Context: an optimization exercise on an open-source flow, tuned for small area, a short achievable clock period and few clock cycles per item. The choices shown serve that exercise and are no tape-out recipe.
Function was not checked in any run shown here: the RTL went through the layout flow alone.

$ cat flow/design.v
package idct_pkg;
	typedef logic signed [15:0] sample_t;    
	typedef logic signed [15:0] coeff_t;     
	typedef logic signed [39:0] acc_t;
	typedef logic [7:0]         pixel_t;
	typedef logic [17:0] sram_addr_t;
	typedef logic [15:0] sram_data_t;
	typedef logic [5:0] mat_idx_t;           
	typedef logic [4:0] blk_row_t;
	typedef logic [5:0] blk_col_t;
	typedef enum logic [2:0] {
		CTRL_IDLE,
		CTRL_FETCH,
		CTRL_PASS1,
		CTRL_PASS2,
		CTRL_DRAIN,
		CTRL_DONE
	} ctrl_state_t;
	typedef enum logic [1:0] {
		IO_IDLE,
		IO_READ,
		IO_WRITE
	} io_state_t;
endpackage
`timescale 1ns/1ns
module idct_tstore #(
	parameter int L = 3                   
) (
	input  logic            CLOCK_50_I,
	input  logic [7:0]      we,           
	input  logic [7:0][3:0] wd,           
	input  logic            hi_col,       
	output logic [7:0][3:0] rd            
);
	function automatic int port_slot(input int r, input int c);
		port_slot = (58 - L + 8 * (c % 4 - r) + ((c >= 4) ? 4 : 0) + 64) % 32;
	endfunction
	logic [7:0][31:0][3:0] ring;          
	always_ff @(posedge CLOCK_50_I) begin
		for (int r = 0; r < 8; r++) begin
			for (int s = 0; s < 32; s++) begin
				ring[r][s] <= ring[r][(s + 1) % 32];
				for (int c = 0; c < 8; c++) begin
					if (we[r] && port_slot(r, c) == s) begin
						ring[r][s] <= wd[c];
					end
				end
			end
		end
	end
	always_comb begin
		for (int r = 0; r < 8; r++) begin
			rd[r] = hi_col ? ring[r][4] : ring[r][0];
		end
	end
endmodule
`timescale 1ns/1ns
module idct_ds (
	input  logic       CLOCK_50_I,
	input  logic [2:0] ph2,          
	input  logic [3:0] x0,
	input  logic [3:0] x1,
	input  logic [3:0] x2,
	input  logic [3:0] x3,
	input  logic [3:0] x4,
	input  logic [3:0] x5,
	input  logic [3:0] x6,
	input  logic [3:0] x7,
	output logic [3:0] y0,
	output logic [3:0] y1,
	output logic [3:0] y2,
	output logic [3:0] y3,
	output logic [3:0] y4,
	output logic [3:0] y5,
	output logic [3:0] y6,
	output logic [3:0] y7
);
	localparam int LAT = 3;
	logic [2:0] q0;
	assign q0 = ph2;
	logic [2:0] q1;
	logic [2:0] q2;
	logic [2:0] q3;
	logic p0_last;
	logic p1_last;
	logic p2_last;
	logic p0_ge1;
	logic p0_ge2;
	logic p0_ge3;
	logic p1_ge1;
	logic p1_ge2;
	logic p1_ge3;
	logic p2_ge1;
	logic p2_ge2;
	logic p2_ge3;
	logic [3:0] d0_r1;
	logic [3:0] d0_r2;
	logic [3:0] d0_r3;
	logic [3:0] d1_r1;
	logic [3:0] d1_r2;
	logic [3:0] d1_r3;
	logic [3:0] d2_r1;
	logic [3:0] d2_r2;
	logic [3:0] d2_r3;
	logic [3:0] d3_r1;
	logic [3:0] d3_r2;
	logic [3:0] d3_r3;
	logic [3:0] a0_r1;
	logic [3:0] a1_r1;
	logic [3:0] b0_r1;
	logic [3:0] b0_r2;
	logic [3:0] b0_r3;
	logic [3:0] b0_r4;
	logic [3:0] b1_r1;
	logic [3:0] b1_r2;
	logic [3:0] b1_r3;
	logic [3:0] b1_r4;
	logic [3:0] u0_r1;
	logic [3:0] u0_r2;
	logic [3:0] u4_r1;
	logic [3:0] u4_r2;
	logic [3:0] t0_r1;
	logic [3:0] t0_r2;
	logic [3:0] t0_r3;
	logic [3:0] t4_r1;
	logic [3:0] t4_r2;
	logic [3:0] t4_r3;
	logic [3:0] t0d_r1;
	logic [3:0] t0d_r2;
	logic [3:0] t0d_r3;
	logic [3:0] t0d_r4;
	logic [3:0] t0d_r5;
	logic [3:0] t1d_r1;
	logic [3:0] t1d_r2;
	logic [3:0] t1d_r3;
	logic [3:0] t1d_r4;
	logic [3:0] t1d_r5;
	logic [3:0] t2d_r1;
	logic [3:0] t2d_r2;
	logic [3:0] t2d_r3;
	logic [3:0] t2d_r4;
	logic [3:0] t2d_r5;
	logic [3:0] t3d_r1;
	logic [3:0] t3d_r2;
	logic [3:0] t3d_r3;
	logic [3:0] t3d_r4;
	logic [3:0] t3d_r5;
	logic [3:0] y0_1_r1;
	logic [3:0] y0_2_r1;
	logic [3:0] y4_3_r1;
	logic [3:0] y4_4_r1;
	logic [3:0] y2_7_r1;
	logic [3:0] y2_9_r1;
	logic [3:0] y2_10_r1;
	logic [3:0] y2_11_r1;
	logic [3:0] y6_13_r1;
	logic [3:0] y6_16_r1;
	logic [3:0] y6_17_r1;
	logic [3:0] y6_18_r1;
	logic [3:0] m399_0_20_r1;
	logic [3:0] m2008_0_23_r1;
	logic [3:0] m1702_0_25_r1;
	logic [3:0] m399_1_28_r1;
	logic [3:0] m2008_1_31_r1;
	logic [3:0] m1702_1_33_r1;
	logic [3:0] m399_2_36_r1;
	logic [3:0] m2008_2_39_r1;
	logic [3:0] m1702_2_41_r1;
	logic [3:0] m399_3_44_r1;
	logic [3:0] m2008_3_47_r1;
	logic [3:0] m1702_3_49_r1;
	logic [3:0] y1_51_r1;
	logic [3:0] y1_53_r1;
	logic [3:0] y3_54_r1;
	logic [3:0] y3_56_r1;
	logic [3:0] y5_57_r1;
	logic [3:0] y5_59_r1;
	logic [3:0] y7_60_r1;
	logic [3:0] y7_62_r1;
	logic [3:0] u0_r1_m1_1;
	assign u0_r1_m1_1 = u0_r1 & {4{p1_ge1}};
	logic [3:0] u4_r1_m1_1;
	assign u4_r1_m1_1 = u4_r1 & {4{p1_ge1}};
	logic [3:0] d0_r1_m0_1;
	assign d0_r1_m0_1 = d0_r1 & {4{p0_ge1}};
	logic [3:0] d1_r1_m0_1;
	assign d1_r1_m0_1 = d1_r1 & {4{p0_ge1}};
	logic [3:0] d2_r1_m0_1;
	assign d2_r1_m0_1 = d2_r1 & {4{p0_ge1}};
	logic [3:0] d3_r1_m0_1;
	assign d3_r1_m0_1 = d3_r1 & {4{p0_ge1}};
	logic [3:0] t0_r2_m1_2;
	assign t0_r2_m1_2 = t0_r2 & {4{p1_ge2}};
	logic [3:0] t0_r3_m1_3;
	assign t0_r3_m1_3 = t0_r3 & {4{p1_ge3}};
	logic [3:0] u0_r2_m1_2;
	assign u0_r2_m1_2 = u0_r2 & {4{p1_ge2}};
	logic [3:0] t0_r1_m1_1;
	assign t0_r1_m1_1 = t0_r1 & {4{p1_ge1}};
	logic [3:0] t0_r2_m2_1;
	assign t0_r2_m2_1 = t0_r2 & {4{p2_ge1}};
	logic [3:0] t4_r2_m1_2;
	assign t4_r2_m1_2 = t4_r2 & {4{p1_ge2}};
	logic [3:0] t4_r3_m1_3;
	assign t4_r3_m1_3 = t4_r3 & {4{p1_ge3}};
	logic [3:0] u4_r2_m1_2;
	assign u4_r2_m1_2 = u4_r2 & {4{p1_ge2}};
	logic [3:0] t4_r1_m1_1;
	assign t4_r1_m1_1 = t4_r1 & {4{p1_ge1}};
	logic [3:0] t4_r2_m2_1;
	assign t4_r2_m2_1 = t4_r2 & {4{p2_ge1}};
	logic [3:0] b0_r2_m0_2;
	assign b0_r2_m0_2 = b0_r2 & {4{p0_ge2}};
	logic [3:0] b0_r3_m0_3;
	assign b0_r3_m0_3 = b0_r3 & {4{p0_ge3}};
	logic [3:0] b0_r1_m0_1;
	assign b0_r1_m0_1 = b0_r1 & {4{p0_ge1}};
	logic [3:0] b0_r3_m1_2;
	assign b0_r3_m1_2 = b0_r3 & {4{p1_ge2}};
	logic [3:0] b0_r4_m1_3;
	assign b0_r4_m1_3 = b0_r4 & {4{p1_ge3}};
	logic [3:0] b0_r2_m1_1;
	assign b0_r2_m1_1 = b0_r2 & {4{p1_ge1}};
	logic [3:0] b1_r2_m0_2;
	assign b1_r2_m0_2 = b1_r2 & {4{p0_ge2}};
	logic [3:0] b1_r3_m0_3;
	assign b1_r3_m0_3 = b1_r3 & {4{p0_ge3}};
	logic [3:0] b1_r1_m0_1;
	assign b1_r1_m0_1 = b1_r1 & {4{p0_ge1}};
	logic [3:0] b1_r3_m1_2;
	assign b1_r3_m1_2 = b1_r3 & {4{p1_ge2}};
	logic [3:0] b1_r2_m1_1;
	assign b1_r2_m1_1 = b1_r2 & {4{p1_ge1}};
	logic [3:0] b1_r4_m1_3;
	assign b1_r4_m1_3 = b1_r4 & {4{p1_ge3}};
	logic [3:0] t0d_r1_m0_1;
	assign t0d_r1_m0_1 = t0d_r1 & {4{p0_ge1}};
	logic [3:0] t0d_r2_m0_2;
	assign t0d_r2_m0_2 = t0d_r2 & {4{p0_ge2}};
	logic [3:0] t0d_r2_m1_1;
	assign t0d_r2_m1_1 = t0d_r2 & {4{p1_ge1}};
	logic [3:0] t0d_r3_m1_2;
	assign t0d_r3_m1_2 = t0d_r3 & {4{p1_ge2}};
	logic [3:0] t0d_r4_m1_3;
	assign t0d_r4_m1_3 = t0d_r4 & {4{p1_ge3}};
	logic [3:0] t0d_r4_m2_2;
	assign t0d_r4_m2_2 = t0d_r4 & {4{p2_ge2}};
	logic [3:0] t0d_r5_m2_3;
	assign t0d_r5_m2_3 = t0d_r5 & {4{p2_ge3}};
	logic [3:0] d0_r2_m0_2;
	assign d0_r2_m0_2 = d0_r2 & {4{p0_ge2}};
	logic [3:0] d0_r3_m0_3;
	assign d0_r3_m0_3 = d0_r3 & {4{p0_ge3}};
	logic [3:0] t0d_r3_m0_3;
	assign t0d_r3_m0_3 = t0d_r3 & {4{p0_ge3}};
	logic [3:0] t1d_r1_m0_1;
	assign t1d_r1_m0_1 = t1d_r1 & {4{p0_ge1}};
	logic [3:0] t1d_r2_m0_2;
	assign t1d_r2_m0_2 = t1d_r2 & {4{p0_ge2}};
	logic [3:0] t1d_r2_m1_1;
	assign t1d_r2_m1_1 = t1d_r2 & {4{p1_ge1}};
	logic [3:0] t1d_r3_m1_2;
	assign t1d_r3_m1_2 = t1d_r3 & {4{p1_ge2}};
	logic [3:0] t1d_r4_m1_3;
	assign t1d_r4_m1_3 = t1d_r4 & {4{p1_ge3}};
	logic [3:0] t1d_r4_m2_2;
	assign t1d_r4_m2_2 = t1d_r4 & {4{p2_ge2}};
	logic [3:0] t1d_r5_m2_3;
	assign t1d_r5_m2_3 = t1d_r5 & {4{p2_ge3}};
	logic [3:0] d1_r2_m0_2;
	assign d1_r2_m0_2 = d1_r2 & {4{p0_ge2}};
	logic [3:0] d1_r3_m0_3;
	assign d1_r3_m0_3 = d1_r3 & {4{p0_ge3}};
	logic [3:0] t1d_r3_m0_3;
	assign t1d_r3_m0_3 = t1d_r3 & {4{p0_ge3}};
	logic [3:0] t2d_r1_m0_1;
	assign t2d_r1_m0_1 = t2d_r1 & {4{p0_ge1}};
	logic [3:0] t2d_r2_m0_2;
	assign t2d_r2_m0_2 = t2d_r2 & {4{p0_ge2}};
	logic [3:0] t2d_r2_m1_1;
	assign t2d_r2_m1_1 = t2d_r2 & {4{p1_ge1}};
	logic [3:0] t2d_r3_m1_2;
	assign t2d_r3_m1_2 = t2d_r3 & {4{p1_ge2}};
	logic [3:0] t2d_r4_m1_3;
	assign t2d_r4_m1_3 = t2d_r4 & {4{p1_ge3}};
	logic [3:0] t2d_r4_m2_2;
	assign t2d_r4_m2_2 = t2d_r4 & {4{p2_ge2}};
	logic [3:0] t2d_r5_m2_3;
	assign t2d_r5_m2_3 = t2d_r5 & {4{p2_ge3}};
	logic [3:0] d2_r2_m0_2;
	assign d2_r2_m0_2 = d2_r2 & {4{p0_ge2}};
	logic [3:0] d2_r3_m0_3;
	assign d2_r3_m0_3 = d2_r3 & {4{p0_ge3}};
	logic [3:0] t2d_r3_m0_3;
	assign t2d_r3_m0_3 = t2d_r3 & {4{p0_ge3}};
	logic [3:0] t3d_r1_m0_1;
	assign t3d_r1_m0_1 = t3d_r1 & {4{p0_ge1}};
	logic [3:0] t3d_r2_m0_2;
	assign t3d_r2_m0_2 = t3d_r2 & {4{p0_ge2}};
	logic [3:0] t3d_r2_m1_1;
	assign t3d_r2_m1_1 = t3d_r2 & {4{p1_ge1}};
	logic [3:0] t3d_r3_m1_2;
	assign t3d_r3_m1_2 = t3d_r3 & {4{p1_ge2}};
	logic [3:0] t3d_r4_m1_3;
	assign t3d_r4_m1_3 = t3d_r4 & {4{p1_ge3}};
	logic [3:0] t3d_r4_m2_2;
	assign t3d_r4_m2_2 = t3d_r4 & {4{p2_ge2}};
	logic [3:0] t3d_r5_m2_3;
	assign t3d_r5_m2_3 = t3d_r5 & {4{p2_ge3}};
	logic [3:0] d3_r2_m0_2;
	assign d3_r2_m0_2 = d3_r2 & {4{p0_ge2}};
	logic [3:0] d3_r3_m0_3;
	assign d3_r3_m0_3 = d3_r3 & {4{p0_ge3}};
	logic [3:0] t3d_r3_m0_3;
	assign t3d_r3_m0_3 = t3d_r3 & {4{p0_ge3}};
	logic [3:0] e0;
	logic e0_c, e0_co;
	idct_dsadd e0_u (.a(x0), .b(x7), .ci(e0_c), .s(e0), .co(e0_co));
	logic [3:0] e1;
	logic e1_c, e1_co;
	idct_dsadd e1_u (.a(x1), .b(x6), .ci(e1_c), .s(e1), .co(e1_co));
	logic [3:0] e2;
	logic e2_c, e2_co;
	idct_dsadd e2_u (.a(x2), .b(x5), .ci(e2_c), .s(e2), .co(e2_co));
	logic [3:0] e3;
	logic e3_c, e3_co;
	idct_dsadd e3_u (.a(x3), .b(x4), .ci(e3_c), .s(e3), .co(e3_co));
	logic [3:0] d0;
	logic d0_c, d0_co;
	idct_dsadd d0_u (.a(x0), .b(~x7), .ci(d0_c), .s(d0), .co(d0_co));
	logic [3:0] d1;
	logic d1_c, d1_co;
	idct_dsadd d1_u (.a(x1), .b(~x6), .ci(d1_c), .s(d1), .co(d1_co));
	logic [3:0] d2;
	logic d2_c, d2_co;
	idct_dsadd d2_u (.a(x2), .b(~x5), .ci(d2_c), .s(d2), .co(d2_co));
	logic [3:0] d3;
	logic d3_c, d3_co;
	idct_dsadd d3_u (.a(x3), .b(~x4), .ci(d3_c), .s(d3), .co(d3_co));
	logic [3:0] a0;
	logic a0_c, a0_co;
	idct_dsadd a0_u (.a(e0), .b(e3), .ci(a0_c), .s(a0), .co(a0_co));
	logic [3:0] a1;
	logic a1_c, a1_co;
	idct_dsadd a1_u (.a(e1), .b(e2), .ci(a1_c), .s(a1), .co(a1_co));
	logic [3:0] b0;
	logic b0_c, b0_co;
	idct_dsadd b0_u (.a(e0), .b(~e3), .ci(b0_c), .s(b0), .co(b0_co));
	logic [3:0] b1;
	logic b1_c, b1_co;
	idct_dsadd b1_u (.a(e1), .b(~e2), .ci(b1_c), .s(b1), .co(b1_co));
	logic [3:0] u0;
	logic u0_c, u0_co;
	idct_dsadd u0_u (.a(a0_r1), .b(a1_r1), .ci(u0_c), .s(u0), .co(u0_co));
	logic [3:0] u4;
	logic u4_c, u4_co;
	idct_dsadd u4_u (.a(a0_r1), .b(~a1_r1), .ci(u4_c), .s(u4), .co(u4_co));
	logic [3:0] t0;
	logic t0_c, t0_co;
	idct_dsadd t0_u (.a(u0), .b({u0[2:0], u0_r1_m1_1[3:3]}), .ci(t0_c), .s(t0), .co(t0_co));
	logic [3:0] t4;
	logic t4_c, t4_co;
	idct_dsadd t4_u (.a(u4), .b({u4[2:0], u4_r1_m1_1[3:3]}), .ci(t4_c), .s(t4), .co(t4_co));
	logic [3:0] t0d;
	logic t0d_c, t0d_co;
	idct_dsadd t0d_u (.a(d0), .b({d0[2:0], d0_r1_m0_1[3:3]}), .ci(t0d_c), .s(t0d), .co(t0d_co));
	logic [3:0] t1d;
	logic t1d_c, t1d_co;
	idct_dsadd t1d_u (.a(d1), .b({d1[2:0], d1_r1_m0_1[3:3]}), .ci(t1d_c), .s(t1d), .co(t1d_co));
	logic [3:0] t2d;
	logic t2d_c, t2d_co;
	idct_dsadd t2d_u (.a(d2), .b({d2[2:0], d2_r1_m0_1[3:3]}), .ci(t2d_c), .s(t2d), .co(t2d_co));
	logic [3:0] t3d;
	logic t3d_c, t3d_co;
	idct_dsadd t3d_u (.a(d3), .b({d3[2:0], d3_r1_m0_1[3:3]}), .ci(t3d_c), .s(t3d), .co(t3d_co));
	logic [3:0] y0_1;
	logic y0_1_c, y0_1_co;
	idct_dsadd y0_1_u (.a({t0_r2_m1_2[2:0], t0_r3_m1_3[3:3]}), .b(~{u0_r1_m1_1[1:0], u0_r2_m1_2[3:2]}), .ci(y0_1_c), .s(y0_1), .co(y0_1_co));
	logic [3:0] y0_2;
	logic y0_2_c, y0_2_co;
	idct_dsadd y0_2_u (.a(y0_1_r1), .b(~{t0_r1[0:0], t0_r2_m2_1[3:1]}), .ci(y0_2_c), .s(y0_2), .co(y0_2_co));
	logic [3:0] y4_3;
	logic y4_3_c, y4_3_co;
	idct_dsadd y4_3_u (.a({t4_r2_m1_2[2:0], t4_r3_m1_3[3:3]}), .b(~{u4_r1_m1_1[1:0], u4_r2_m1_2[3:2]}), .ci(y4_3_c), .s(y4_3), .co(y4_3_co));
	logic [3:0] y4_4;
	logic y4_4_c, y4_4_co;
	idct_dsadd y4_4_u (.a(y4_3_r1), .b(~{t4_r1[0:0], t4_r2_m2_1[3:1]}), .ci(y4_4_c), .s(y4_4), .co(y4_4_co));
	logic [3:0] y2_5;
	logic y2_5_c, y2_5_co;
	idct_dsadd y2_5_u (.a({b0_r3_m1_2[0:0], b0_r4_m1_3[3:1]}), .b({b0_r1[1:0], b0_r2_m1_1[3:2]}), .ci(y2_5_c), .s(y2_5), .co(y2_5_co));
	logic [3:0] y2_6;
	logic y2_6_c, y2_6_co;
	idct_dsadd y2_6_u (.a({b1_r2_m0_2[1:0], b1_r3_m0_3[3:2]}), .b(b1_r1_m0_1), .ci(y2_6_c), .s(y2_6), .co(y2_6_co));
	logic [3:0] y2_7;
	logic y2_7_c, y2_7_co;
	idct_dsadd y2_7_u (.a(y2_6), .b(~{b0_r1_m0_1[0:0], b0_r2_m0_2[3:1]}), .ci(y2_7_c), .s(y2_7), .co(y2_7_co));
	logic [3:0] y2_8;
	logic y2_8_c, y2_8_co;
	idct_dsadd y2_8_u (.a(y2_7_r1), .b(~{b0_r2_m1_1[2:0], b0_r3_m1_2[3:3]}), .ci(y2_8_c), .s(y2_8), .co(y2_8_co));
	logic [3:0] y2_9;
	logic y2_9_c, y2_9_co;
	idct_dsadd y2_9_u (.a(b1_r3_m1_2), .b(b1_r1), .ci(y2_9_c), .s(y2_9), .co(y2_9_co));
	logic [3:0] y2_10;
	logic y2_10_c, y2_10_co;
	idct_dsadd y2_10_u (.a(y2_5), .b(y2_8), .ci(y2_10_c), .s(y2_10), .co(y2_10_co));
	logic [3:0] y2_11;
	logic y2_11_c, y2_11_co;
	idct_dsadd y2_11_u (.a(y2_10_r1), .b(~y2_9_r1), .ci(y2_11_c), .s(y2_11), .co(y2_11_co));
	logic [3:0] y6_12;
	logic y6_12_c, y6_12_co;
	idct_dsadd y6_12_u (.a({b0_r2_m0_2[1:0], b0_r3_m0_3[3:2]}), .b(b0_r1_m0_1), .ci(y6_12_c), .s(y6_12), .co(y6_12_co));
	logic [3:0] y6_13;
	logic y6_13_c, y6_13_co;
	idct_dsadd y6_13_u (.a(y6_12), .b({b1_r1_m0_1[0:0], b1_r2_m0_2[3:1]}), .ci(y6_13_c), .s(y6_13), .co(y6_13_co));
	logic [3:0] y6_14;
	logic y6_14_c, y6_14_co;
	idct_dsadd y6_14_u (.a({b1_r2_m1_1[2:0], b1_r3_m1_2[3:3]}), .b(y6_13_r1), .ci(y6_14_c), .s(y6_14), .co(y6_14_co));
	logic [3:0] y6_15;
	logic y6_15_c, y6_15_co;
	idct_dsadd y6_15_u (.a(b0_r3_m1_2), .b(b0_r1), .ci(y6_15_c), .s(y6_15), .co(y6_15_co));
	logic [3:0] y6_16;
	logic y6_16_c, y6_16_co;
	idct_dsadd y6_16_u (.a({b1_r3_m1_2[0:0], b1_r4_m1_3[3:1]}), .b({b1_r1[1:0], b1_r2_m1_1[3:2]}), .ci(y6_16_c), .s(y6_16), .co(y6_16_co));
	logic [3:0] y6_17;
	logic y6_17_c, y6_17_co;
	idct_dsadd y6_17_u (.a(y6_14), .b(~y6_15), .ci(y6_17_c), .s(y6_17), .co(y6_17_co));
	logic [3:0] y6_18;
	logic y6_18_c, y6_18_co;
	idct_dsadd y6_18_u (.a(y6_17_r1), .b(~y6_16_r1), .ci(y6_18_c), .s(y6_18), .co(y6_18_co));
	logic [3:0] m399_0_19;
	logic m399_0_19_c, m399_0_19_co;
	idct_dsadd m399_0_19_u (.a({t0d_r2_m1_1[0:0], t0d_r3_m1_2[3:1]}), .b({t0d_r1[1:0], t0d_r2_m1_1[3:2]}), .ci(m399_0_19_c), .s(m399_0_19), .co(m399_0_19_co));
	logic [3:0] m399_0_20;
	logic m399_0_20_c, m399_0_20_co;
	idct_dsadd m399_0_20_u (.a(t0d_r1), .b(m399_0_19), .ci(m399_0_20_c), .s(m399_0_20), .co(m399_0_20_co));
	logic [3:0] m1137_0_21;
	logic m1137_0_21_c, m1137_0_21_co;
	idct_dsadd m1137_0_21_u (.a({t0d_r4_m2_2[2:0], t0d_r5_m2_3[3:3]}), .b(~m399_0_20_r1), .ci(m1137_0_21_c), .s(m1137_0_21), .co(m1137_0_21_co));
	logic [3:0] m2008_0_22;
	logic m2008_0_22_c, m2008_0_22_co;
	idct_dsadd m2008_0_22_u (.a({d0_r2_m0_2[0:0], d0_r3_m0_3[3:1]}), .b(~{d0_r1_m0_1[2:0], d0_r2_m0_2[3:3]}), .ci(m2008_0_22_c), .s(m2008_0_22), .co(m2008_0_22_co));
	logic [3:0] m2008_0_23;
	logic m2008_0_23_c, m2008_0_23_co;
	idct_dsadd m2008_0_23_u (.a(m2008_0_22), .b(~{d0[0:0], d0_r1_m0_1[3:1]}), .ci(m2008_0_23_c), .s(m2008_0_23), .co(m2008_0_23_co));
	logic [3:0] m1702_0_24;
	logic m1702_0_24_c, m1702_0_24_co;
	idct_dsadd m1702_0_24_u (.a({d0_r1_m0_1[1:0], d0_r2_m0_2[3:2]}), .b({t0d_r2_m0_2[2:0], t0d_r3_m0_3[3:3]}), .ci(m1702_0_24_c), .s(m1702_0_24), .co(m1702_0_24_co));
	logic [3:0] m1702_0_25;
	logic m1702_0_25_c, m1702_0_25_co;
	idct_dsadd m1702_0_25_u (.a(m1702_0_24), .b({t0d_r1_m0_1[2:0], t0d_r2_m0_2[3:3]}), .ci(m1702_0_25_c), .s(m1702_0_25), .co(m1702_0_25_co));
	logic [3:0] m1702_0_26;
	logic m1702_0_26_c, m1702_0_26_co;
	idct_dsadd m1702_0_26_u (.a({t0d_r1[2:0], t0d_r2_m1_1[3:3]}), .b(m1702_0_25_r1), .ci(m1702_0_26_c), .s(m1702_0_26), .co(m1702_0_26_co));
	logic [3:0] m399_1_27;
	logic m399_1_27_c, m399_1_27_co;
	idct_dsadd m399_1_27_u (.a({t1d_r2_m1_1[0:0], t1d_r3_m1_2[3:1]}), .b({t1d_r1[1:0], t1d_r2_m1_1[3:2]}), .ci(m399_1_27_c), .s(m399_1_27), .co(m399_1_27_co));
	logic [3:0] m399_1_28;
	logic m399_1_28_c, m399_1_28_co;
	idct_dsadd m399_1_28_u (.a(t1d_r1), .b(m399_1_27), .ci(m399_1_28_c), .s(m399_1_28), .co(m399_1_28_co));
	logic [3:0] m1137_1_29;
	logic m1137_1_29_c, m1137_1_29_co;
	idct_dsadd m1137_1_29_u (.a({t1d_r4_m2_2[2:0], t1d_r5_m2_3[3:3]}), .b(~m399_1_28_r1), .ci(m1137_1_29_c), .s(m1137_1_29), .co(m1137_1_29_co));
	logic [3:0] m2008_1_30;
	logic m2008_1_30_c, m2008_1_30_co;
	idct_dsadd m2008_1_30_u (.a({d1_r2_m0_2[0:0], d1_r3_m0_3[3:1]}), .b(~{d1_r1_m0_1[2:0], d1_r2_m0_2[3:3]}), .ci(m2008_1_30_c), .s(m2008_1_30), .co(m2008_1_30_co));
	logic [3:0] m2008_1_31;
	logic m2008_1_31_c, m2008_1_31_co;
	idct_dsadd m2008_1_31_u (.a(m2008_1_30), .b(~{d1[0:0], d1_r1_m0_1[3:1]}), .ci(m2008_1_31_c), .s(m2008_1_31), .co(m2008_1_31_co));
	logic [3:0] m1702_1_32;
	logic m1702_1_32_c, m1702_1_32_co;
	idct_dsadd m1702_1_32_u (.a({d1_r1_m0_1[1:0], d1_r2_m0_2[3:2]}), .b({t1d_r2_m0_2[2:0], t1d_r3_m0_3[3:3]}), .ci(m1702_1_32_c), .s(m1702_1_32), .co(m1702_1_32_co));
	logic [3:0] m1702_1_33;
	logic m1702_1_33_c, m1702_1_33_co;
	idct_dsadd m1702_1_33_u (.a(m1702_1_32), .b({t1d_r1_m0_1[2:0], t1d_r2_m0_2[3:3]}), .ci(m1702_1_33_c), .s(m1702_1_33), .co(m1702_1_33_co));
	logic [3:0] m1702_1_34;
	logic m1702_1_34_c, m1702_1_34_co;
	idct_dsadd m1702_1_34_u (.a({t1d_r1[2:0], t1d_r2_m1_1[3:3]}), .b(m1702_1_33_r1), .ci(m1702_1_34_c), .s(m1702_1_34), .co(m1702_1_34_co));
	logic [3:0] m399_2_35;
	logic m399_2_35_c, m399_2_35_co;
	idct_dsadd m399_2_35_u (.a({t2d_r2_m1_1[0:0], t2d_r3_m1_2[3:1]}), .b({t2d_r1[1:0], t2d_r2_m1_1[3:2]}), .ci(m399_2_35_c), .s(m399_2_35), .co(m399_2_35_co));
	logic [3:0] m399_2_36;
	logic m399_2_36_c, m399_2_36_co;
	idct_dsadd m399_2_36_u (.a(t2d_r1), .b(m399_2_35), .ci(m399_2_36_c), .s(m399_2_36), .co(m399_2_36_co));
	logic [3:0] m1137_2_37;
	logic m1137_2_37_c, m1137_2_37_co;
	idct_dsadd m1137_2_37_u (.a({t2d_r4_m2_2[2:0], t2d_r5_m2_3[3:3]}), .b(~m399_2_36_r1), .ci(m1137_2_37_c), .s(m1137_2_37), .co(m1137_2_37_co));
	logic [3:0] m2008_2_38;
	logic m2008_2_38_c, m2008_2_38_co;
	idct_dsadd m2008_2_38_u (.a({d2_r2_m0_2[0:0], d2_r3_m0_3[3:1]}), .b(~{d2_r1_m0_1[2:0], d2_r2_m0_2[3:3]}), .ci(m2008_2_38_c), .s(m2008_2_38), .co(m2008_2_38_co));
	logic [3:0] m2008_2_39;
	logic m2008_2_39_c, m2008_2_39_co;
	idct_dsadd m2008_2_39_u (.a(m2008_2_38), .b(~{d2[0:0], d2_r1_m0_1[3:1]}), .ci(m2008_2_39_c), .s(m2008_2_39), .co(m2008_2_39_co));
	logic [3:0] m1702_2_40;
	logic m1702_2_40_c, m1702_2_40_co;
	idct_dsadd m1702_2_40_u (.a({d2_r1_m0_1[1:0], d2_r2_m0_2[3:2]}), .b({t2d_r2_m0_2[2:0], t2d_r3_m0_3[3:3]}), .ci(m1702_2_40_c), .s(m1702_2_40), .co(m1702_2_40_co));
	logic [3:0] m1702_2_41;
	logic m1702_2_41_c, m1702_2_41_co;
	idct_dsadd m1702_2_41_u (.a(m1702_2_40), .b({t2d_r1_m0_1[2:0], t2d_r2_m0_2[3:3]}), .ci(m1702_2_41_c), .s(m1702_2_41), .co(m1702_2_41_co));
	logic [3:0] m1702_2_42;
	logic m1702_2_42_c, m1702_2_42_co;
	idct_dsadd m1702_2_42_u (.a({t2d_r1[2:0], t2d_r2_m1_1[3:3]}), .b(m1702_2_41_r1), .ci(m1702_2_42_c), .s(m1702_2_42), .co(m1702_2_42_co));
	logic [3:0] m399_3_43;
	logic m399_3_43_c, m399_3_43_co;
	idct_dsadd m399_3_43_u (.a({t3d_r2_m1_1[0:0], t3d_r3_m1_2[3:1]}), .b({t3d_r1[1:0], t3d_r2_m1_1[3:2]}), .ci(m399_3_43_c), .s(m399_3_43), .co(m399_3_43_co));
	logic [3:0] m399_3_44;
	logic m399_3_44_c, m399_3_44_co;
	idct_dsadd m399_3_44_u (.a(t3d_r1), .b(m399_3_43), .ci(m399_3_44_c), .s(m399_3_44), .co(m399_3_44_co));
	logic [3:0] m1137_3_45;
	logic m1137_3_45_c, m1137_3_45_co;
	idct_dsadd m1137_3_45_u (.a({t3d_r4_m2_2[2:0], t3d_r5_m2_3[3:3]}), .b(~m399_3_44_r1), .ci(m1137_3_45_c), .s(m1137_3_45), .co(m1137_3_45_co));
	logic [3:0] m2008_3_46;
	logic m2008_3_46_c, m2008_3_46_co;
	idct_dsadd m2008_3_46_u (.a({d3_r2_m0_2[0:0], d3_r3_m0_3[3:1]}), .b(~{d3_r1_m0_1[2:0], d3_r2_m0_2[3:3]}), .ci(m2008_3_46_c), .s(m2008_3_46), .co(m2008_3_46_co));
	logic [3:0] m2008_3_47;
	logic m2008_3_47_c, m2008_3_47_co;
	idct_dsadd m2008_3_47_u (.a(m2008_3_46), .b(~{d3[0:0], d3_r1_m0_1[3:1]}), .ci(m2008_3_47_c), .s(m2008_3_47), .co(m2008_3_47_co));
	logic [3:0] m1702_3_48;
	logic m1702_3_48_c, m1702_3_48_co;
	idct_dsadd m1702_3_48_u (.a({d3_r1_m0_1[1:0], d3_r2_m0_2[3:2]}), .b({t3d_r2_m0_2[2:0], t3d_r3_m0_3[3:3]}), .ci(m1702_3_48_c), .s(m1702_3_48), .co(m1702_3_48_co));
	logic [3:0] m1702_3_49;
	logic m1702_3_49_c, m1702_3_49_co;
	idct_dsadd m1702_3_49_u (.a(m1702_3_48), .b({t3d_r1_m0_1[2:0], t3d_r2_m0_2[3:3]}), .ci(m1702_3_49_c), .s(m1702_3_49), .co(m1702_3_49_co));
	logic [3:0] m1702_3_50;
	logic m1702_3_50_c, m1702_3_50_co;
	idct_dsadd m1702_3_50_u (.a({t3d_r1[2:0], t3d_r2_m1_1[3:3]}), .b(m1702_3_49_r1), .ci(m1702_3_50_c), .s(m1702_3_50), .co(m1702_3_50_co));
	logic [3:0] y1_51;
	logic y1_51_c, y1_51_co;
	idct_dsadd y1_51_u (.a(m2008_0_23_r1), .b(m1702_1_34), .ci(y1_51_c), .s(y1_51), .co(y1_51_co));
	logic [3:0] y1_52;
	logic y1_52_c, y1_52_co;
	idct_dsadd y1_52_u (.a(m399_3_44_r1), .b(y1_51_r1), .ci(y1_52_c), .s(y1_52), .co(y1_52_co));
	logic [3:0] y1_53;
	logic y1_53_c, y1_53_co;
	idct_dsadd y1_53_u (.a(m1137_2_37), .b(y1_52), .ci(y1_53_c), .s(y1_53), .co(y1_53_co));
	logic [3:0] y3_54;
	logic y3_54_c, y3_54_co;
	idct_dsadd y3_54_u (.a(m1702_0_26), .b(~m2008_2_39_r1), .ci(y3_54_c), .s(y3_54), .co(y3_54_co));
	logic [3:0] y3_55;
	logic y3_55_c, y3_55_co;
	idct_dsadd y3_55_u (.a(y3_54_r1), .b(~m399_1_28_r1), .ci(y3_55_c), .s(y3_55), .co(y3_55_co));
	logic [3:0] y3_56;
	logic y3_56_c, y3_56_co;
	idct_dsadd y3_56_u (.a(y3_55), .b(~m1137_3_45), .ci(y3_56_c), .s(y3_56), .co(y3_56_co));
	logic [3:0] y5_57;
	logic y5_57_c, y5_57_co;
	idct_dsadd y5_57_u (.a(m1702_3_50), .b(~m2008_1_31_r1), .ci(y5_57_c), .s(y5_57), .co(y5_57_co));
	logic [3:0] y5_58;
	logic y5_58_c, y5_58_co;
	idct_dsadd y5_58_u (.a(m399_2_36_r1), .b(y5_57_r1), .ci(y5_58_c), .s(y5_58), .co(y5_58_co));
	logic [3:0] y5_59;
	logic y5_59_c, y5_59_co;
	idct_dsadd y5_59_u (.a(m1137_0_21), .b(y5_58), .ci(y5_59_c), .s(y5_59), .co(y5_59_co));
	logic [3:0] y7_60;
	logic y7_60_c, y7_60_co;
	idct_dsadd y7_60_u (.a(m1702_2_42), .b(~m2008_3_47_r1), .ci(y7_60_c), .s(y7_60), .co(y7_60_co));
	logic [3:0] y7_61;
	logic y7_61_c, y7_61_co;
	idct_dsadd y7_61_u (.a(m399_0_20_r1), .b(y7_60_r1), .ci(y7_61_c), .s(y7_61), .co(y7_61_co));
	logic [3:0] y7_62;
	logic y7_62_c, y7_62_co;
	idct_dsadd y7_62_u (.a(y7_61), .b(~m1137_1_29), .ci(y7_62_c), .s(y7_62), .co(y7_62_co));
	assign y0 = y0_2_r1;
	assign y1 = y1_53_r1;
	assign y2 = y2_11_r1;
	assign y3 = y3_56_r1;
	assign y4 = y4_4_r1;
	assign y5 = y5_59_r1;
	assign y6 = y6_18_r1;
	assign y7 = y7_62_r1;
	always_ff @(posedge CLOCK_50_I) begin
		q1 <= q0;
		q2 <= q1;
		q3 <= q2;
		p0_last <= (q0 == 3'd0);
		p1_last <= (q1 == 3'd0);
		p2_last <= (q2 == 3'd0);
		p0_ge1 <= (q1 >= 3'd1);
		p0_ge2 <= (q1 >= 3'd2);
		p0_ge3 <= (q1 >= 3'd3);
		p1_ge1 <= (q2 >= 3'd1);
		p1_ge2 <= (q2 >= 3'd2);
		p1_ge3 <= (q2 >= 3'd3);
		p2_ge1 <= (q3 >= 3'd1);
		p2_ge2 <= (q3 >= 3'd2);
		p2_ge3 <= (q3 >= 3'd3);
		e0_c <= p0_last ? 1'b0 : e0_co;
		e1_c <= p0_last ? 1'b0 : e1_co;
		e2_c <= p0_last ? 1'b0 : e2_co;
		e3_c <= p0_last ? 1'b0 : e3_co;
		d0_c <= p0_last ? 1'b1 : d0_co;
		d1_c <= p0_last ? 1'b1 : d1_co;
		d2_c <= p0_last ? 1'b1 : d2_co;
		d3_c <= p0_last ? 1'b1 : d3_co;
		a0_c <= p0_last ? 1'b0 : a0_co;
		a1_c <= p0_last ? 1'b0 : a1_co;
		b0_c <= p0_last ? 1'b1 : b0_co;
		b1_c <= p0_last ? 1'b1 : b1_co;
		u0_c <= p1_last ? 1'b0 : u0_co;
		u4_c <= p1_last ? 1'b1 : u4_co;
		t0_c <= p1_last ? 1'b0 : t0_co;
		t4_c <= p1_last ? 1'b0 : t4_co;
		t0d_c <= p0_last ? 1'b0 : t0d_co;
		t1d_c <= p0_last ? 1'b0 : t1d_co;
		t2d_c <= p0_last ? 1'b0 : t2d_co;
		t3d_c <= p0_last ? 1'b0 : t3d_co;
		y0_1_c <= p1_last ? 1'b1 : y0_1_co;
		y0_2_c <= p2_last ? 1'b1 : y0_2_co;
		y4_3_c <= p1_last ? 1'b1 : y4_3_co;
		y4_4_c <= p2_last ? 1'b1 : y4_4_co;
		y2_5_c <= p1_last ? 1'b0 : y2_5_co;
		y2_6_c <= p0_last ? 1'b0 : y2_6_co;
		y2_7_c <= p0_last ? 1'b1 : y2_7_co;
		y2_8_c <= p1_last ? 1'b1 : y2_8_co;
		y2_9_c <= p1_last ? 1'b0 : y2_9_co;
		y2_10_c <= p1_last ? 1'b0 : y2_10_co;
		y2_11_c <= p2_last ? 1'b1 : y2_11_co;
		y6_12_c <= p0_last ? 1'b0 : y6_12_co;
		y6_13_c <= p0_last ? 1'b0 : y6_13_co;
		y6_14_c <= p1_last ? 1'b0 : y6_14_co;
		y6_15_c <= p1_last ? 1'b0 : y6_15_co;
		y6_16_c <= p1_last ? 1'b0 : y6_16_co;
		y6_17_c <= p1_last ? 1'b1 : y6_17_co;
		y6_18_c <= p2_last ? 1'b1 : y6_18_co;
		m399_0_19_c <= p1_last ? 1'b0 : m399_0_19_co;
		m399_0_20_c <= p1_last ? 1'b0 : m399_0_20_co;
		m1137_0_21_c <= p2_last ? 1'b1 : m1137_0_21_co;
		m2008_0_22_c <= p0_last ? 1'b1 : m2008_0_22_co;
		m2008_0_23_c <= p0_last ? 1'b1 : m2008_0_23_co;
		m1702_0_24_c <= p0_last ? 1'b0 : m1702_0_24_co;
		m1702_0_25_c <= p0_last ? 1'b0 : m1702_0_25_co;
		m1702_0_26_c <= p1_last ? 1'b0 : m1702_0_26_co;
		m399_1_27_c <= p1_last ? 1'b0 : m399_1_27_co;
		m399_1_28_c <= p1_last ? 1'b0 : m399_1_28_co;
		m1137_1_29_c <= p2_last ? 1'b1 : m1137_1_29_co;
		m2008_1_30_c <= p0_last ? 1'b1 : m2008_1_30_co;
		m2008_1_31_c <= p0_last ? 1'b1 : m2008_1_31_co;
		m1702_1_32_c <= p0_last ? 1'b0 : m1702_1_32_co;
		m1702_1_33_c <= p0_last ? 1'b0 : m1702_1_33_co;
		m1702_1_34_c <= p1_last ? 1'b0 : m1702_1_34_co;
		m399_2_35_c <= p1_last ? 1'b0 : m399_2_35_co;
		m399_2_36_c <= p1_last ? 1'b0 : m399_2_36_co;
		m1137_2_37_c <= p2_last ? 1'b1 : m1137_2_37_co;
		m2008_2_38_c <= p0_last ? 1'b1 : m2008_2_38_co;
		m2008_2_39_c <= p0_last ? 1'b1 : m2008_2_39_co;
		m1702_2_40_c <= p0_last ? 1'b0 : m1702_2_40_co;
		m1702_2_41_c <= p0_last ? 1'b0 : m1702_2_41_co;
		m1702_2_42_c <= p1_last ? 1'b0 : m1702_2_42_co;
		m399_3_43_c <= p1_last ? 1'b0 : m399_3_43_co;
		m399_3_44_c <= p1_last ? 1'b0 : m399_3_44_co;
		m1137_3_45_c <= p2_last ? 1'b1 : m1137_3_45_co;
		m2008_3_46_c <= p0_last ? 1'b1 : m2008_3_46_co;
		m2008_3_47_c <= p0_last ? 1'b1 : m2008_3_47_co;
		m1702_3_48_c <= p0_last ? 1'b0 : m1702_3_48_co;
		m1702_3_49_c <= p0_last ? 1'b0 : m1702_3_49_co;
		m1702_3_50_c <= p1_last ? 1'b0 : m1702_3_50_co;
		y1_51_c <= p1_last ? 1'b0 : y1_51_co;
		y1_52_c <= p2_last ? 1'b0 : y1_52_co;
		y1_53_c <= p2_last ? 1'b0 : y1_53_co;
		y3_54_c <= p1_last ? 1'b1 : y3_54_co;
		y3_55_c <= p2_last ? 1'b1 : y3_55_co;
		y3_56_c <= p2_last ? 1'b1 : y3_56_co;
		y5_57_c <= p1_last ? 1'b1 : y5_57_co;
		y5_58_c <= p2_last ? 1'b0 : y5_58_co;
		y5_59_c <= p2_last ? 1'b0 : y5_59_co;
		y7_60_c <= p1_last ? 1'b1 : y7_60_co;
		y7_61_c <= p2_last ? 1'b0 : y7_61_co;
		y7_62_c <= p2_last ? 1'b1 : y7_62_co;
		d0_r1 <= d0;
		d0_r2 <= d0_r1;
		d0_r3 <= d0_r2;
		d1_r1 <= d1;
		d1_r2 <= d1_r1;
		d1_r3 <= d1_r2;
		d2_r1 <= d2;
		d2_r2 <= d2_r1;
		d2_r3 <= d2_r2;
		d3_r1 <= d3;
		d3_r2 <= d3_r1;
		d3_r3 <= d3_r2;
		a0_r1 <= a0;
		a1_r1 <= a1;
		b0_r1 <= b0;
		b0_r2 <= b0_r1;
		b0_r3 <= b0_r2;
		b0_r4 <= b0_r3;
		b1_r1 <= b1;
		b1_r2 <= b1_r1;
		b1_r3 <= b1_r2;
		b1_r4 <= b1_r3;
		u0_r1 <= u0;
		u0_r2 <= u0_r1;
		u4_r1 <= u4;
		u4_r2 <= u4_r1;
		t0_r1 <= t0;
		t0_r2 <= t0_r1;
		t0_r3 <= t0_r2;
		t4_r1 <= t4;
		t4_r2 <= t4_r1;
		t4_r3 <= t4_r2;
		t0d_r1 <= t0d;
		t0d_r2 <= t0d_r1;
		t0d_r3 <= t0d_r2;
		t0d_r4 <= t0d_r3;
		t0d_r5 <= t0d_r4;
		t1d_r1 <= t1d;
		t1d_r2 <= t1d_r1;
		t1d_r3 <= t1d_r2;
		t1d_r4 <= t1d_r3;
		t1d_r5 <= t1d_r4;
		t2d_r1 <= t2d;
		t2d_r2 <= t2d_r1;
		t2d_r3 <= t2d_r2;
		t2d_r4 <= t2d_r3;
		t2d_r5 <= t2d_r4;
		t3d_r1 <= t3d;
		t3d_r2 <= t3d_r1;
		t3d_r3 <= t3d_r2;
		t3d_r4 <= t3d_r3;
		t3d_r5 <= t3d_r4;
		y0_1_r1 <= y0_1;
		y0_2_r1 <= y0_2;
		y4_3_r1 <= y4_3;
		y4_4_r1 <= y4_4;
		y2_7_r1 <= y2_7;
		y2_9_r1 <= y2_9;
		y2_10_r1 <= y2_10;
		y2_11_r1 <= y2_11;
		y6_13_r1 <= y6_13;
		y6_16_r1 <= y6_16;
		y6_17_r1 <= y6_17;
		y6_18_r1 <= y6_18;
		m399_0_20_r1 <= m399_0_20;
		m2008_0_23_r1 <= m2008_0_23;
		m1702_0_25_r1 <= m1702_0_25;
		m399_1_28_r1 <= m399_1_28;
		m2008_1_31_r1 <= m2008_1_31;
		m1702_1_33_r1 <= m1702_1_33;
		m399_2_36_r1 <= m399_2_36;
		m2008_2_39_r1 <= m2008_2_39;
		m1702_2_41_r1 <= m1702_2_41;
		m399_3_44_r1 <= m399_3_44;
		m2008_3_47_r1 <= m2008_3_47;
		m1702_3_49_r1 <= m1702_3_49;
		y1_51_r1 <= y1_51;
		y1_53_r1 <= y1_53;
		y3_54_r1 <= y3_54;
		y3_56_r1 <= y3_56;
		y5_57_r1 <= y5_57;
		y5_59_r1 <= y5_59;
		y7_60_r1 <= y7_60;
		y7_62_r1 <= y7_62;
	end
endmodule
module idct_dsadd (
	input  logic [3:0] a,
	input  logic [3:0] b,
	input  logic       ci,
	output logic [3:0] s,
	output logic       co
);
	logic [4:0] c;
	assign c[0] = ci;
	for (genvar i = 0; i < 4; i++) begin : g_fa
		assign s[i]   = a[i] ^ b[i] ^ c[i];
		assign c[i+1] = (a[i] & b[i]) | (a[i] & c[i]) | (b[i] & c[i]);
	end
	assign co = c[4];
endmodule
`timescale 1ns/1ns
module idct_top (
	input  logic                 CLOCK_50_I,
	input  logic                 resetn,
	input  logic                 start,
	input  idct_pkg::blk_row_t   block_row,
	input  idct_pkg::blk_col_t   block_col,
	output logic                 busy,
	output logic                 done,
	input  idct_pkg::sram_data_t sram_read_data,
	output idct_pkg::sram_data_t sram_write_data,
	output idct_pkg::sram_addr_t sram_address,
	output logic                 sram_we_n
);
	localparam int L       = 3;               
	localparam int DONE_TC = 146 + L;
	localparam int WR0     = 89 + L;          
	localparam int PIX0    = 81 + L;          
	logic [7:0] tc;
	logic [7:0] tcp;                          
	logic [7:0] ac;                           
	logic [7:0] wc;                           
	logic [7:0] t2;                           
	logic       accept;
	logic       run;                          
	logic       idle_i;                       
	logic       busy_n;
	logic       we_q;                         
	assign accept    = start && idle_i;
	assign run       = !idle_i && !accept;
	assign busy_n    = accept || (!idle_i && tc != 8'(DONE_TC - 1));
	assign sram_we_n = !we_q;
	always_ff @(posedge CLOCK_50_I or negedge resetn) begin
		if (!resetn) begin
			busy   <= 1'b0;
			idle_i <= 1'b1;
			done   <= 1'b0;
			tc     <= '0;
			tcp    <= 8'd1;
			ac     <= '0;
			wc     <= '0;
			t2     <= 8'd2;
		end else begin
			busy   <= busy_n;
			idle_i <= !busy_n;
			done   <= !accept && !idle_i && tc == 8'(DONE_TC - 1);
			if (accept) begin
				tc  <= 8'd1;
				tcp <= 8'd2;
				ac  <= 8'd1;
				wc  <= 8'(1 - 88 - L);
				t2  <= 8'd3;
			end else if (!idle_i) begin
				tc  <= tc + 8'd1;
				tcp <= tcp + 8'd1;
				ac  <= ac + 8'd1;
				wc  <= wc + 8'd1;
				t2  <= t2 + 8'd1;
			end
		end
	end
	logic [4:0]  rq;
	logic [5:0]  kq;
	logic [13:0] mpos;                        
	logic        rd_a, wr_a;                  
	logic [2:0]  k_a;                         
	logic        rd_first;                    
	logic        rd_second;                   
	logic [13:0] mpos_in;                     
	logic        rd1;
	logic [2:0]  c1;
	logic [15:0] hi;
	logic        wr_load;                     
	logic [2:0]  wr_i;
	logic [1:0]  wr_w;
	assign mpos    = {1'b0, rq, 8'd0} + {3'b0, rq, kq};
	assign mpos_in = {1'b0, block_row, 8'd0} + {3'b0, block_row, block_col};
	assign rd_a = (ac < 8'd64);
	assign wr_a = (wc < 8'd64) && !wc[3];
	assign k_a  = rd_a ? ac[5:3] : wc[2:0];
	always_ff @(posedge CLOCK_50_I or negedge resetn) begin
		if (!resetn) begin
			wr_load  <= 1'b0;
			we_q     <= 1'b0;
			rd_first  <= 1'b0;
			rd_second <= 1'b0;
		end else begin
			wr_load  <= run && wr_a;
			we_q     <= wr_load && !idle_i;
			rd_first  <= accept;
			rd_second <= rd_first;
		end
	end
	always_ff @(posedge CLOCK_50_I) begin
		rq   <= block_row;
		kq   <= block_col;
		rd1  <= rd_a;
		c1   <= ac[2:0];
		wr_i <= wc[2:0];
		wr_w <= wc[5:4];
		hi   <= {2'b0, mpos} + {10'd0, k_a, 3'd0} + {8'd0, k_a, 5'd0} + (rd_a ? 16'd9600 : 16'd0);
		if (rd_first) begin
			sram_address <= {15'(mpos_in) + 15'd9600, 3'd0};
		end else if (rd_second) begin
			sram_address <= {15'(mpos) + 15'd9600, 3'd1};
		end else if (rd1) begin
			sram_address <= {hi[14:0], c1};
		end else begin
			sram_address <= {hi, wr_w};
		end
	end
	logic [10:0][15:0] sr;                    
	logic [2:0]  ph2;                         
	logic [2:0]  dk;                          
	logic        pass2_ld;
	logic [7:0][3:0] sdig;
	logic [7:0][3:0] tdig;
	logic [7:0][3:0] tring;
	logic [7:0][3:0] xr;
	logic [7:0]  gz;
	logic [2:0]  rd_col;
	logic        byp;                         
	logic [7:0][3:0] y;                       
	assign sr[0] = sram_read_data;
	assign ph2   = (t2 < 8'd74) ? 3'(t2 + 8'd4) : 3'(t2 + 8'd6);
	assign gz    = t2 - 8'd74;
	always_ff @(posedge CLOCK_50_I) begin
		dk       <= ph2;
		pass2_ld <= (t2 >= 8'd74);
		rd_col   <= gz[5:3];
		byp      <= (t2 >= 8'd74) && (t2 <= 8'd77);
	end
	always_comb begin
		tdig    = tring;
		if (byp) begin
			tdig[7] = y[0];
		end
	end
	always_comb begin
		for (int n = 0; n < 8; n++) begin
			case (dk[1:0])
				2'd0:    sdig[n] = sr[7 - n][3:0];
				2'd1:    sdig[n] = sr[8 - n][7:4];
				2'd2:    sdig[n] = sr[9 - n][11:8];
				default: sdig[n] = sr[10 - n][15:12];
			endcase
		end
	end
	always_ff @(posedge CLOCK_50_I) begin
		sr[1] <= sram_read_data;
		for (int p = 2; p < 11; p++) begin
			sr[p] <= sr[p - 1];
		end
		for (int n = 0; n < 8; n++) begin
			if (dk[2]) begin
				xr[n] <= {4{xr[n][3]}};       
			end else if (pass2_ld) begin
				xr[n] <= tdig[n];
			end else begin
				xr[n] <= sdig[n];
			end
		end
	end
	idct_ds u_ds (
		.CLOCK_50_I(CLOCK_50_I), .ph2(ph2),
		.x0(xr[0]), .x1(xr[1]), .x2(xr[2]), .x3(xr[3]),
		.x4(xr[4]), .x5(xr[5]), .x6(xr[6]), .x7(xr[7]),
		.y0(y[0]), .y1(y[1]), .y2(y[2]), .y3(y[3]),
		.y4(y[4]), .y5(y[5]), .y6(y[6]), .y7(y[7])
	);
	logic [7:0] tz;                           
	logic [7:0] t_we;
	assign tz = tcp - 8'(14 + L);
	always_ff @(posedge CLOCK_50_I) begin
		for (int r = 0; r < 8; r++) begin
			t_we[r] <= run && (tcp >= 8'(14 + L)) && (tz < 8'd64) && (tz[5:3] == 3'(r)) && !tz[2];
		end
	end
	idct_tstore #(.L(L)) u_t (
		.CLOCK_50_I(CLOCK_50_I), .we(t_we), .wd(y), .hi_col(rd_col[2]), .rd(tring)
	);
	logic [7:0][3:0] yd1, yd2, yd3;
	logic [7:0][7:0] pix;
	logic [7:0][7:0] pa, pb;
	logic [7:0] pz;
	logic       pa_en, pb_en;
	assign pz = tcp - 8'(PIX0);
	always_ff @(posedge CLOCK_50_I) begin
		pa_en <= (tcp >= 8'(PIX0)) && (pz < 8'd64) && (pz[3:0] == 4'd0);
		pb_en <= (tcp >= 8'(PIX0)) && (pz < 8'd64) && (pz[3:0] == 4'd8);
	end
	always_comb begin
		for (int i = 0; i < 8; i++) begin
			if (y[i][3]) begin
				pix[i] = 8'd0;
			end else if ((|y[i][2:0]) || (|yd1[i])) begin
				pix[i] = 8'd255;
			end else begin
				pix[i] = {yd2[i], yd3[i]};
			end
		end
	end
	always_ff @(posedge CLOCK_50_I) begin
		for (int i = 0; i < 8; i++) begin
			yd1[i] <= y[i];
			yd2[i] <= yd1[i];
			yd3[i] <= yd2[i];
			pa[i] <= pa_en ? pix[i] : pa[(i + 1) % 8];
			pb[i] <= pb_en ? pix[i] : pb[(i + 1) % 8];
		end
		sram_write_data <= {pa[1], (wr_i == 3'd0) ? pix[0] : pb[1]};
	end
endmodule
$ cat flow/standard.sh
#!/bin/bash
# synth_recipe.tcl (not shown) runs the flow's synth.tcl, then flattens the netlist and writes it again
# the make line also repeats each setting of config.mk as NAME=value (left out here)
make -C /OpenROAD-flow-scripts/flow DESIGN_CONFIG=/design/flow/config.mk WORK_HOME=/design/flow/orfs CLKGATE_MAP_FILE= SYNTH_SCRIPT=/design/flow/synth_recipe.tcl "${@:-finish}"
$ cat flow/flow/run.sh
#!/bin/bash
set -euo pipefail
bash standard.sh SETUP_SLACK_MARGIN=6.2 finish > flow_make.log 2>&1
$ cat flow/constraint.sdc
create_clock -name core_clock -period 9.0 [get_ports {CLOCK_50_I}]
set_input_delay 1.8000 -clock core_clock [delete_from_list [all_inputs] [get_ports {CLOCK_50_I}]]
set_output_delay 1.8000 -clock core_clock [all_outputs]
set_load 0.01 [all_outputs]
$ cat flow/config.mk
export PLATFORM = sky130hd
export DESIGN_NAME = idct_top
export DESIGN_NICKNAME = idct_top
export VERILOG_FILES = /design/flow/design.v
export SDC_FILE = /design/flow/constraint.sdc
export NUM_CORES = 4
export LEC_CHECK = 0
export ABC_CLOCK_PERIOD_IN_PS = 3500
export CAP_MARGIN = 20
export CORE_MARGIN = 2
export CORE_UTILIZATION = 50
export CTS_CLUSTER_DIAMETER = 100
export CTS_CLUSTER_SIZE = 30
export PLACE_DENSITY = 0.65
export SETUP_SLACK_MARGIN = 5
export SLEW_MARGIN = 20
==> flow_metrics.tcl, run 1 <==
set metrics [dict create \
    ys_warn_count 3 \
    async_reset_ff_share_pct 2.40 \
    fillCellCount 9504 \
    drt_iter0_drc 1541 \
    die-area_mm2 0.121 \
    final_cell_mix "1841 x dfxtp_1, 457 x inv_1, 399 x mux2_2" \
    hold_ws_ns 0.319 \
    fp.dieH_um 348 \
    whs_endpoint "u_t.ring[186]$_DFF_P_" \
    clock-sinks 1957 \
    r2r-start "u_ds.p0_ge2$_DFF_P_" \
    die_x_um 348 \
    critPathSlowestCell "dfrtp_1" \
    drv_cap 0 \
    critPathKind "reg2out" \
    min_from "u_t.ring[190]$_DFF_P_" \
    timing.fmax_mhz 329 \
    synth-seq-cells 1957 \
    cts_buffer_depth 3 \
    grt_antenna_before_repair 8 \
    syn_inst 4269 \
    layout_commonest_cell "dfxtp_1" \
    cts_buffers 76 \
    syn_area_mm2 0.0592 \
    synth_top_area_share_pct 64.3 \
    worst-path-max-fanout 1 \
    fin_setup_tns_ns 0 \
    crit_arrival_ns 1.24 \
    grt_max_degree 65 \
    wire_per_inst_um 18.2 \
    placedInstanceArea_mm2 0.0618 \
    drcViolationCount 0 \
    postSynthAreaPerCell_um2 13.9 \
    tightest_slew_ns 1.10 \
    ys_top_cells_by_area "dfxtp_1 64%, fa_1 11%, mux2_2 7.6%" \
    io_buffers 66 \
    r2r_slack_ns 6.08 \
    ys_types 67 \
    maxSlewViolCount 0 \
    gp_congestion 0.795 \
    vias 27600 \
    syn2layout_area_growth_pct 10.1 \
    finalSetupViolations 0 \
    yosysTopAreaCell "dfxtp_1" \
    synth-edff-count 8 \
    cts_root_buf "clkbuf_16" \
    start_util_pct 50.3 \
    io_pins 67 \
    setup_ws_ns 5.96 \
    rows 126 \
    ant_nets 0 \
    fin_crit_ns 3.04 \
    ctsHoldBuffers 0 \
    synth_seq_area_share_pct 66.7 \
    hold_depth 0 \
    grt_pass1_vias 28300 \
    critPathMaxStageDelay_ns 0.38 \
    ys.flop_type "dfxtp_1" \
    syn_nets 4656 \
    finClkSkew_ns 0.0341 \
    required_ns 7.20 \
    fin_nets 4758 \
    r2r_end "u_ds.m1702_0_25_r1[3]$_DFF_P_" \
    startpoint_type "flop" \
    worstHoldPathType "reg2reg" \
    slew_headroom_pct 26.9 \
    grt.overflow.total 0 \
    rsz0062_at_grt "yes" \
    r2r_cells 9 \
    wl_um 108000 \
    finalCritPeriodShare_pct 33.7 \
    fin_area_mm2 0.0652 \
    status "finished clean" \
    crit_path_cell_trace "inv_1, buf_2" \
    drive_above_1_share_pct 23.6 \
    dpl_worst_slack_ns 4.92 \
    htree_levels 3 \
    clk_latency_ns 0.69 \
    critPathTopFamily "flip-flops" \
    hpwl_um 71400 \
    cts.clk_slew.worst_paths_ns 0.11 \
    end_kind "output port" \
    path_buf_inv 2 \
    vias_per_cell 4.66 \
    cp.depth 2 \
    dr.pass1.iters 4 \
    fp.coreArea_mm2 0.118 \
    tritoncts "built" \
    grt_pass1_wl_um 165000 \
    hold_violations 0 \
    track_usage_pct 18.0 \
]
-- flip-flops by register name (all words and copies together) (netlist names), 5 cells and up --
signal           cells
u_t.ring          1024
sr                 136
pa                  64
pb                  64
xr                  32
yd1                 32
yd2                 32
yd3                 32
sram_address        18
hi                  16
sram_write_data     16
ac                   8
t2                   8
t_we                 8
tc                   8
tcp                  8
wc                   8
kq                   6
rq                   5
-- worst max path at each step --
| stage | from | to |
|---|---|---|
| finish | we_q$_DFF_PN0_ | sram_we_n |
| detailed placement | block_row[2] | sram_address[15]$_DFF_P_ |
| global placement | block_row[2] | sram_address[15]$_DFF_P_ |
| floorplan | block_row[2] | sram_address[15]$_DFF_P_ |
| global route | we_q$_DFF_PN0_ | sram_we_n |
| CTS | we_q$_DFF_PN0_ | sram_we_n |
-- per-layer routing --
| metal | vias to the layer above | global-route usage (%) | share of wire, % |
|---|---|---|---|
| li1 | 13500 | - | - |
| met1 | 13700 | 25.6 | 49 |
| met2 | 306 | 28.5 | 46 |
| met3 | 125 | 2.82 | 3.2 |
| met4 | 0 | 5.12 | 2.6 |
| met5 | - | 0 | 0 |
-- area by class of cell --
type                    instances  area, µm²  share of cell area [%]
well taps                    1536       1920                    2.95
inverters                     517       1960                    3.01
flip-flops and latches       1957      39600                    60.8
repair buffers                154       1490                    2.29
multi-input cells            1665      18000                    27.7
clock inverters                10        143                   0.219
diodes                          4       10.0                  0.0154
clock buffers                  86       2000                    3.07
-- stage by stage --
stage | cells | utilization (%)
3_3_place_gp | 5768 | 52.5
2_1_floorplan | 4269 | -
3_5_place_dp | 5768 | 52.5
6_report | 5929 | 55.3
4_1_cts | 5906 | 54.8
5_1_grt | 5927 | 55.3
-- worst reg2reg max path, delay by kind of cell (launching register included) --
family	cells	cell delay, ns
adders and majority gates	5	1.95
DFF	1	0.40
buffers and inverters	3	0.29
and+or+nand+nor	1	0.19
-- synthesized netlist by cell type, types with 6 or more instances --
master / number
and2_1: 83
clkbuf_1: 81
xor2_1: 23
mux2i_1: 52
o21ai_0: 95
nor3_1: 6
or2_2: 19
and3_1: 7
fa_1: 318
buf_1: 35
ha_1: 39
buf_2: 13
nand2b_1: 24
dfrtp_1: 44
or4_1: 9
dfxtp_1: 1902
a21o_1: 7
a21oi_1: 98
edfxtp_1: 8
nand3_1: 30
inv_1: 517
mux2_2: 402
nor4_4: 8
nor2b_1: 49
o31ai_1: 6
nor2_1: 64
mux4_2: 32
xnor2_1: 35
nand2_1: 193
o211ai_1: 11
-- repair_timing --
item | CTS | global route
setup endpoints to repair | 121 | 96
pin swaps | 64 | 70
cloned | 4 | 1
gates resized for setup | 325 | 164
setup buffers | 38 | 18
-- kinds of logic (layout without fill, tap and decap cells) --
family | Yosys count | after routing | share of synthesized area [%]
DFF | 1957 | 1957 | 66.7
buffers and inverters | 647 | 767 | 4.14
and+or+nand+nor | 514 | 514 | 4.56
muxes | 486 | 486 | 9.74
adders and majority gates | 359 | 359 | 11.6
AOI/OAI and AO/OA | 248 | 248 | 2.39
xor gates and xnor gates | 58 | 58 | 0.858
other | 0 | 4 | 0
==> inputs of run 2 (changes only) <==
--- a/flow/design.v
+++ b/flow/design.v
@@ -763,4 +763,4 @@
 	for (genvar i = 0; i < 4; i++) begin : g_fa
-		assign s[i]   = a[i] ^ b[i] ^ c[i];
-		assign c[i+1] = (a[i] & b[i]) | (a[i] & c[i]) | (b[i] & c[i]);
+		assign s[i]   = ~(a[i] ^ b[i] ^ ~c[i]);
+		assign c[i+1] = ~((~a[i] & ~b[i]) | (~c[i] & (~a[i] | ~b[i])));
 	end
--- a/flow/config.mk
+++ b/flow/config.mk
@@ -7,9 +7,9 @@
 export LEC_CHECK = 0
-export ABC_CLOCK_PERIOD_IN_PS = 3500
+export ABC_AREA = 1
 export CAP_MARGIN = 20
 export CORE_MARGIN = 2
-export CORE_UTILIZATION = 50
+export CORE_UTILIZATION = 30
 export CTS_CLUSTER_DIAMETER = 100
 export CTS_CLUSTER_SIZE = 30
-export PLACE_DENSITY = 0.65
+export PLACE_DENSITY = 0.5
 export SETUP_SLACK_MARGIN = 5
==> run 2 against run 1 <==
  * Synthesized cell count is 14% higher
  * Register-to-register slack worse by 0.13 ns
  * Clock skew is 0.011 ns lower
  * Cell area is 1.2% higher
==> flow_metrics.tcl, run 2 <==
set metrics [dict create \
    fp.coreArea_mm2 0.193 \
    largest_reg_flops 1024 \
    cts_buffer_depth 3 \
    min_from "u_t.ring[504]$_DFF_P_" \
    synth-seq-cells 1957 \
    wire_per_inst_um 16.8 \
    syn2layout_area_growth_pct 12.9 \
    ys_warn_count 3 \
    finalCritPeriodShare_pct 34.1 \
    final_cell_mix "1847 x dfxtp_1, 605 x nand2_1, 549 x inv_1" \
    fin_nets 5378 \
    clock-sinks 1957 \
    placedInstanceArea_mm2 0.0623 \
    critPathMaxStageDelay_ns 0.40 \
    drt_iter0_drc 1792 \
    startpoint_type "flop" \
    syn_inst 4866 \
    fin_crit_ns 3.07 \
    synth.most_common_cell "dfxtp_1" \
    clk_latency_ns 0.72 \
    hpwl_um 83200 \
    tritoncts "built" \
    yosysTopAreaCell "dfxtp_1" \
    end_kind "output port" \
    layout_commonest_cell "dfxtp_1" \
    ys.flop_type "dfxtp_1" \
    status "finished clean" \
    vias 30700 \
    grt_antenna_before_repair 10 \
    finalSetupViolations 0 \
    fin_area_mm2 0.0659 \
    synth-edff-count 8 \
    worst-path-max-fanout 1 \
    track_usage_pct 12.8 \
    hold_violations 0 \
    ys_types 42 \
    start_util_pct 30.3 \
    critPathKind "reg2out" \
    regMostFlops "u_t.ring" \
    synth_seq_area_share_pct 67.6 \
    dr.pass1.iters 5 \
    grt_pass1_wl_um 192000 \
    cts.clk_slew.worst_paths_ns 0.11 \
    ant_nets 0 \
    yosys-top-cells-count "1902 x dfxtp_1, 666 x inv_1, 644 x nand2_1" \
    gp_congestion 0.796 \
    grt_pass1_vias 31300 \
    timing.fmax_mhz 326 \
    synth_top_area_share_pct 65.2 \
    rows 161 \
    htree_levels 3 \
    wl_um 126000 \
    critPathSlowestCell "dfrtp_1" \
    crit_path_cell_trace "inv_2, buf_6" \
    fin_setup_tns_ns 0 \
    required_ns 7.20 \
    crit_arrival_ns 1.27 \
    syn_nets 5266 \
    cts_root_buf "clkbuf_16" \
    worstHoldPathType "reg2reg" \
    fp.dieH_um 445 \
    vias_per_cell 4.08 \
    rsz0062_at_grt "yes" \
    ys_top_cells_by_area "dfxtp_1 65%, fa_1 11%, inv_1 4.3%" \
    drive_above_1_share_pct 17.1 \
    syn_area_mm2 0.0584 \
    grt.overflow.total 0 \
    postSynthAreaPerCell_um2 12.0 \
    die-area_mm2 0.198 \
    r2r-start "u_ds.p0_ge2$_DFF_P_" \
    finClkSkew_ns 0.0235 \
    drcViolationCount 0 \
    grt_max_degree 95 \
    largestRegisters "u_t.ring: 1024 flops, sr: 136 flops" \
    async_reset_ff_share_pct 2.40 \
    drv_cap 0 \
    cts_buffers 75 \
    slew_headroom_pct 28.9 \
    tightest_slew_ns 1.06 \
    maxSlewViolCount 0 \
    die_x_um 445 \
    io_buffers 66 \
    io_pins 67 \
    startpoint "we_q$_DFF_PN0_" \
]
==> run 2: cell type report <==
class | instances | area [µm²]
fillers | 19200 | 127000
flip-flops and latches | 1957 | 39600
multi-input cells | 2085 | 16700
well taps | 2526 | 3160
inverters | 676 | 2570
clock buffers | 85 | 1950
repair buffers | 183 | 1860
clock inverters | 10 | 144
diodes | 5 | 12.5
==> run 2: metal layers <==
layer,routed length [µm],vias to the layer above,global-route usage (%)
li1,-,15000,-
met1,62800,15200,18.5
met2,56000,357,19.9
met3,4760,138,2.21
met4,2720,0,3.13
met5,0,-,0
==> run 2: per-stage QoR <==
stage / utilization (%) / worst slack (ns) / hold slack (ns) / cells
2_1_floorplan: - / 5.84 / 0.310 / 4866
3_3_place_gp: 32.3 / 4.99 / 0.310 / 7348
3_5_place_dp: 32.3 / 5.06 / 0.312 / 7348
4_1_cts: 33.9 / 5.84 / 0.322 / 7497
5_1_grt: 34.2 / 5.84 / 0.327 / 7522
6_report: 34.2 / 5.93 / 0.323 / 7527
==> run 2: critical path, delay by kind of cell, from the launching register on <==
kind	cells	cell delay, ns
DFF	1	0.40
buffers and inverters	2	0.15
==> run 2: timing repair <==
| action | in CTS | in global routing |
|---|---|---|
| hold buffers | 0 | 0 |
| resized for setup | 407 | 157 |
| setup buffers | 49 | 25 |
| setup endpoints to repair | 143 | 107 |
| gates cloned | 5 | 0 |
| pin swaps | 112 | 117 |
==> run 2: kinds of logic (layout without fill, tap and decap cells) <==
group	after synthesis	after routing	share of synthesized area, %
buffers and inverters	824	954	5.40
adders and majority gates	370	370	12.2
DFF	1957	1957	67.6
and+or+nand+nor	1005	1005	6.92
AOI/OAI and AO/OA	552	552	4.89
other	0	5	0
xor gates and xnor gates	12	12	0.180
muxes	146	146	2.81
==> run 2: final timing paths <==
kind,end,slack (ns),cells past startpoint
setup / recovery,sram_we_n,5.93,2
hold / removal,u_t.ring[500]$_DFF_P_,0.32,0
setup reg to reg,u_ds.m2008_0_23_c$_SDFF_PP1_,5.95,11
hold reg to reg,u_t.ring[500]$_DFF_P_,0.32,0
max in group asynchronous,tcp[7]$_DFFE_PN0P_,7.48,1
min in group asynchronous,rd_second$_DFF_PN0_,1.07,1

## re-timing with driven ports
The flow's constraints put no driver on any port. The routed layouts listed below were extracted and timed again, unchanged, in two steps.
Step 1, drivers: a clkbuf_16 drives CLOCK_50_I and a buf_2 each remaining input, both assumed.
Step 2 also shifts input and output timing later by t, the mid clock arrival at the registers, as if the neighbouring blocks saw the same clock.
a / b / c = ideal ports / drivers / drivers and shift; a / b = the first two.
run | shift t [ns] | setup slack, ns | slew at the worst register clock pin (ns)
run 1 | 0.742 | 5.964 / 5.896 / 5.454 | 0.12 / 0.12
run 2 | 0.792 | 5.928 / 5.851 / 5.493 | 0.12 / 0.12
After both steps every run listed still meets setup and hold. The setup slack of run 1, which loses most, moves by -0.068 ns with the drivers and by -0.510 ns with both steps.
